Context: an optimization exercise on an open-source flow, tuned for small area, a short achievable clock period and few clock cycles per item. The choices shown serve that exercise and are no tape-out recipe.

==> inputs of trial 49 <==
// aes_dec_core
module aes_dec_core (
    input  logic         clk,
    input  logic         rst,
    input  logic         start,
    input  logic [127:0] key,
    input  logic [127:0] ciphertext,
    input  logic         step_en,
    output logic         busy,
    output logic         done,
    output logic [127:0] plaintext
);
==> flow/config.mk <==
export PLATFORM = sky130hd
export DESIGN_NAME = aes_dec_core
export DESIGN_NICKNAME = aes_dec_core
export VERILOG_FILES = /design/flow/design.v
export SDC_FILE = /design/flow/constraint.sdc
export NUM_CORES = 4
export LEC_CHECK = 0
export CAP_MARGIN = 20
export CELL_PAD_IN_SITES_DETAIL_PLACEMENT = 1
export CELL_PAD_IN_SITES_GLOBAL_PLACEMENT = 2
export CORE_MARGIN = 2
export CORE_UTILIZATION = 30
export PLACE_DENSITY = 0.5
export SETUP_SLACK_MARGIN = 2
export SLEW_MARGIN = 20
==> flow/constraint.sdc <==
create_clock -name core_clock -period 8.0 [get_ports {clk}]
set_input_delay 1.6000 -clock core_clock [delete_from_list [all_inputs] [get_ports {clk}]]
set_output_delay 1.6000 -clock core_clock [all_outputs]
set_load 0.01 [all_outputs]
standard.sh (not shown) runs the stock make flow with config.mk's settings and CLKGATE_MAP_FILE= SYNTH_SCRIPT=/design/flow/synth_recipe.tcl, a recipe that flattens the netlist after the stock synthesis.
==> flow/flow/run.sh <==
#!/bin/bash
# Standard ORFS layout, with the synthesis technology mapping done by the ABC
# script in flow/abc_speed.script (area-oriented mapping, then sizing).
set -euo pipefail
cd "$(dirname "${BASH_SOURCE[0]}")/.."
W=$PWD
rm -rf "$W/scripts_own"
cp -r "$FLOW_HOME/scripts" "$W/scripts_own"
cp "$W/flow/abc_speed.script" "$W/scripts_own/abc_speed.script"
bash standard.sh SCRIPTS_DIR="$W/scripts_own" finish > "$W/standard_flow.log" 2>&1
==> flow/flow/abc_speed.script <==
&get -n
&st
&dch -f
&nf
&put
topo
stime -c
buffer -c
upsize -c
dnsize -c
==> inputs of build 78, as changes to trial 49 <==
--- a/flow/design.v
+++ b/flow/design.v
@@ -37,35 +37,29 @@
             4'hc: gf16_inv = 4'h5;
             4'hd: gf16_inv = 4'he;
             4'he: gf16_inv = 4'hd;
             4'hf: gf16_inv = 4'h4;
             default: gf16_inv = 4'h0;
         endcase
     endfunction
-    function automatic logic [11:0] gf256_inv_a(input logic [7:0] a);
-        gf256_inv_a = {a[7:4], a[7:4] ^ a[3:0],
-                       gf16_inv({a[4] ^ a[3], a[5] ^ a[2] ^ a[3], a[5] ^ a[7] ^ a[1] ^ a[2], a[4] ^ a[5] ^ a[6] ^ a[7] ^ a[0] ^ a[1] ^ a[3]} ^ gf16_mul(a[7:4], a[3:0]))};
-    endfunction
-    function automatic logic [7:0] gf256_inv_b(input logic [11:0] p);
-        gf256_inv_b = {gf16_mul(p[11:8], p[3:0]), gf16_mul(p[7:4], p[3:0])};
-    endfunction
-    function automatic logic [11:0] inv_sbox_a(input logic [7:0] x);
-        inv_sbox_a = gf256_inv_a({x[1] ^ x[2] ^ x[6] ^ x[7], ~(x[0] ^ x[3]), x[3] ^ x[4] ^ x[5] ^ x[6], ~(x[1] ^ x[2] ^ x[7]), ~(x[5] ^ x[7]), x[1] ^ x[2] ^ x[6], x[2] ^ x[3] ^ x[5] ^ x[6], x[3]});
-    endfunction
-    function automatic logic [7:0] inv_sbox_b(input logic [11:0] p);
-        logic [7:0] t;
-        t = gf256_inv_b(p);
+    function automatic logic [7:0] gf256_inv(input logic [7:0] a);
+        logic [3:0] d;
+        d = gf16_inv({a[4] ^ a[3], a[5] ^ a[2] ^ a[3], a[5] ^ a[7] ^ a[1] ^ a[2], a[4] ^ a[5] ^ a[6] ^ a[7] ^ a[0] ^ a[1] ^ a[3]} ^ gf16_mul(a[7:4], a[3:0]));
+        gf256_inv = {gf16_mul(a[7:4], d), gf16_mul(a[7:4] ^ a[3:0], d)};
+    endfunction
+    function automatic logic [7:0] inv_sbox_a(input logic [7:0] x);
+        inv_sbox_a = gf256_inv({x[1] ^ x[2] ^ x[6] ^ x[7], ~(x[0] ^ x[3]), x[3] ^ x[4] ^ x[5] ^ x[6], ~(x[1] ^ x[2] ^ x[7]), ~(x[5] ^ x[7]), x[1] ^ x[2] ^ x[6], x[2] ^ x[3] ^ x[5] ^ x[6], x[3]});
+    endfunction
+    function automatic logic [7:0] inv_sbox_b(input logic [7:0] t);
         inv_sbox_b = {t[1] ^ t[2] ^ t[5], t[2] ^ t[3] ^ t[6] ^ t[7], t[1] ^ t[2] ^ t[5] ^ t[7], t[1] ^ t[3] ^ t[4], t[1] ^ t[4] ^ t[6] ^ t[7], t[1] ^ t[4] ^ t[5], t[4] ^ t[6] ^ t[7], t[0] ^ t[1] ^ t[2] ^ t[4]};
     endfunction
-    function automatic logic [11:0] sbox_a(input logic [7:0] x);
-        sbox_a = gf256_inv_a({x[5] ^ x[7], x[1] ^ x[2] ^ x[3] ^ x[4] ^ x[5] ^ x[6], x[1] ^ x[4] ^ x[6] ^ x[7], x[2] ^ x[3] ^ x[4] ^ x[6] ^ x[7], x[1] ^ x[2] ^ x[6] ^ x[7], x[3] ^ x[4] ^ x[6], x[1] ^ x[3], x[0] ^ x[1] ^ x[2] ^ x[3] ^ x[7]});
+    function automatic logic [7:0] sbox_a(input logic [7:0] x);
+        sbox_a = gf256_inv({x[5] ^ x[7], x[1] ^ x[2] ^ x[3] ^ x[4] ^ x[5] ^ x[6], x[1] ^ x[4] ^ x[6] ^ x[7], x[2] ^ x[3] ^ x[4] ^ x[6] ^ x[7], x[1] ^ x[2] ^ x[6] ^ x[7], x[3] ^ x[4] ^ x[6], x[1] ^ x[3], x[0] ^ x[1] ^ x[2] ^ x[3] ^ x[7]});
     endfunction
-    function automatic logic [7:0] sbox_b(input logic [11:0] p);
-        logic [7:0] t;
-        t = gf256_inv_b(p);
+    function automatic logic [7:0] sbox_b(input logic [7:0] t);
         sbox_b = {t[2] ^ t[7], ~(t[4] ^ t[7]), ~(t[2] ^ t[3] ^ t[7]), t[0] ^ t[2] ^ t[3] ^ t[4] ^ t[5], t[0], t[0] ^ t[1] ^ t[2] ^ t[3] ^ t[4], ~(t[0] ^ t[1] ^ t[3] ^ t[7]), ~(t[0] ^ t[6])};
     endfunction
     function automatic logic [7:0] xtime(input logic [7:0] x);
         xtime = {x[6:0], 1'b0} ^ (x[7] ? 8'h1b : 8'h00);
     endfunction
     function automatic logic [7:0] inv_xtime(input logic [7:0] x);
         inv_xtime = x[0] ? {1'b1, x[7:1] ^ 7'h0d} : {1'b0, x[7:1]};
@@ -86,59 +80,59 @@
         inv_mix_col = {b0 ^ t ^ xtime(b0 ^ b1), b1 ^ t ^ xtime(b1 ^ b2),
                        b2 ^ t ^ xtime(b2 ^ b3), b3 ^ t ^ xtime(b3 ^ b0)};
     endfunction
     function automatic logic [127:0] inv_mix(input logic [127:0] s);
         inv_mix = {inv_mix_col(s[127:96]), inv_mix_col(s[95:64]),
                    inv_mix_col(s[63:32]), inv_mix_col(s[31:0])};
     endfunction
-    function automatic logic [191:0] round_a(input logic [127:0] s);
-        logic [191:0] o;
+    function automatic logic [127:0] round_a(input logic [127:0] s);
+        logic [127:0] o;
         logic [3:0]   dst;
         logic [3:0]   src;
         o = '0;
         for (int i = 0; i < 16; i++) begin
             dst = 4'(i);
             src = {dst[3:2] - dst[1:0], dst[1:0]};
-            o[191 - 12*i -: 12] = inv_sbox_a(s[127 - 8*int'(src) -: 8]);
+            o[127 - 8*i -: 8] = inv_sbox_a(s[127 - 8*int'(src) -: 8]);
         end
         round_a = o;
     endfunction
-    function automatic logic [127:0] round_b(input logic [191:0] p);
+    function automatic logic [127:0] round_b(input logic [127:0] p);
         logic [127:0] o;
         o = '0;
-        for (int i = 0; i < 16; i++) o[127 - 8*i -: 8] = inv_sbox_b(p[191 - 12*i -: 12]);
+        for (int i = 0; i < 16; i++) o[127 - 8*i -: 8] = inv_sbox_b(p[127 - 8*i -: 8]);
         round_b = o;
     endfunction
-    function automatic logic [47:0] key_a(input logic [31:0] w);
+    function automatic logic [31:0] key_a(input logic [31:0] w);
         key_a = {sbox_a(w[23:16]), sbox_a(w[15:8]), sbox_a(w[7:0]), sbox_a(w[31:24])};
     endfunction
-    function automatic logic [31:0] key_b(input logic [47:0] m);
-        key_b = {sbox_b(m[47:36]), sbox_b(m[35:24]), sbox_b(m[23:12]), sbox_b(m[11:0])};
+    function automatic logic [31:0] key_b(input logic [31:0] m);
+        key_b = {sbox_b(m[31:24]), sbox_b(m[23:16]), sbox_b(m[15:8]), sbox_b(m[7:0])};
     endfunction
     logic [13:0]  phi_q;           
     logic [1:0]   act_r;           
     logic [1:0]   half_r;          
     logic [1:0]   go_r;            
     logic         yng_r;           
     logic [15:0]  rc_r;            
     logic [255:0] s_r;             
     logic [255:0] r_r;             
-    logic [191:0] p_r;
-    logic [47:0]  m_r;
+    logic [127:0] p_r;
+    logic [31:0]  m_r;
     logic [127:0] k10c_r;          
     logic [127:0] k0c_r;           
     logic         kv_r;
     logic [127:0] pt_r;
     logic         busy_r, done_r, pend_r;
     logic         x_act_r;         
     logic         x_rdy_r;         
     logic         x_half_r;        
     logic [127:0] x_ct_r;
     logic [127:0] x_k_r;
-    logic [47:0]  x_m_r;
+    logic [31:0]  x_m_r;
     logic [7:0]   x_rc_r;
     logic         a, b;            
     logic [127:0] s_a, r_b;
     logic [31:0]  kw_a, kw0, kw1;
     logic [31:0]  ksub, x_sub;
     logic [127:0] y, kdec, z, x_next;
     logic [7:0]   rc_b;
Settings changed: SETUP_SLACK_MARGIN 2 to 2.5.
==> run notes <==
- Between trial 49 and build 78, the lower synthesized cell count is in trial 49 (gap 1.7%, measured against build 78).
- Between build 78 and trial 49, the lower area after synthesis is in build 78 (gap 5.4%, measured against trial 49).
- Between trial 49 and build 78, the lower register-to-register slack is in trial 49 (gap 0.34 ns).
- Sequential share of layout area: build 78 is lower than trial 49 (1.5 points).
- Of trial 49 and build 78, build 78 has the higher via count (gap about 1.2%, measured against build 78).
- In build 78 the die area is smaller than in trial 49, by about 5.4%.
- In trial 49 the non-clock buffer count is lower than in build 78, by 88.
==> figures <==
	trial 49	build 78
Count of flip-flops with a built-in enable after synthesis	1441	1345
Starting DRC count in detailed routing	4245	4702
Routed length on met1	180000 um	184000 um
Largest net degree at the start of global routing	138	179
Result of the run	complete, no violations	complete, no violations
Shortest clock period the worst path allows after layout	5.98 ns	5.41 ns
Worst Max-Slew Pin Slew	1.21 ns	1.30 ns
Worst slew slack as a fraction of its limit	18.6%	12.7%
Mean instance size in the synthesized netlist	11.8 um^2	10.9 um^2
Syn nets	9099	9195
Clock tree sinks	1491	1395
Synth unique cells	68	80
Sequential share of cell area	37.7%	36.2%
Part of the Yosys area used for sequential elements	44.0%	43.5%
Top sig layer	met4	met5
Critical Path Start Type	primary input	register
Antenna diode count	9	15
Worst Reg-to-Reg Cells	13	11
No functional check of the RTL was part of any run of this note.

-- static timing again, ports no longer ideal --
The results above use ideal ports. As a check the final layouts listed here were re-extracted and re-timed, cells and wires unchanged.
Step 1, drivers: a clkbuf_16 drives clk and a buf_2 each remaining input, both assumed.
Step 2 times the ports against the registers' clock, not the clock port: input delays grow and output delays shrink by t, the midpoint of the rising clock arrivals with the driver on.
a / b / c = no drivers / after step 1 / after step 2; a / b = the first two.
run	t, ns	setup slack, ns	clock arrival spread, ns
trial 49	0.994	2.023 / 2.104 / 1.110	0.074 / 0.073
build 78	0.961	2.591 / 2.591 / 1.870	0.071 / 0.072
After both steps setup and hold are still met in every run listed. For trial 49, which loses most, drivers alone change the setup slack by +0.081 ns; drivers and shift together by -0.913 ns.
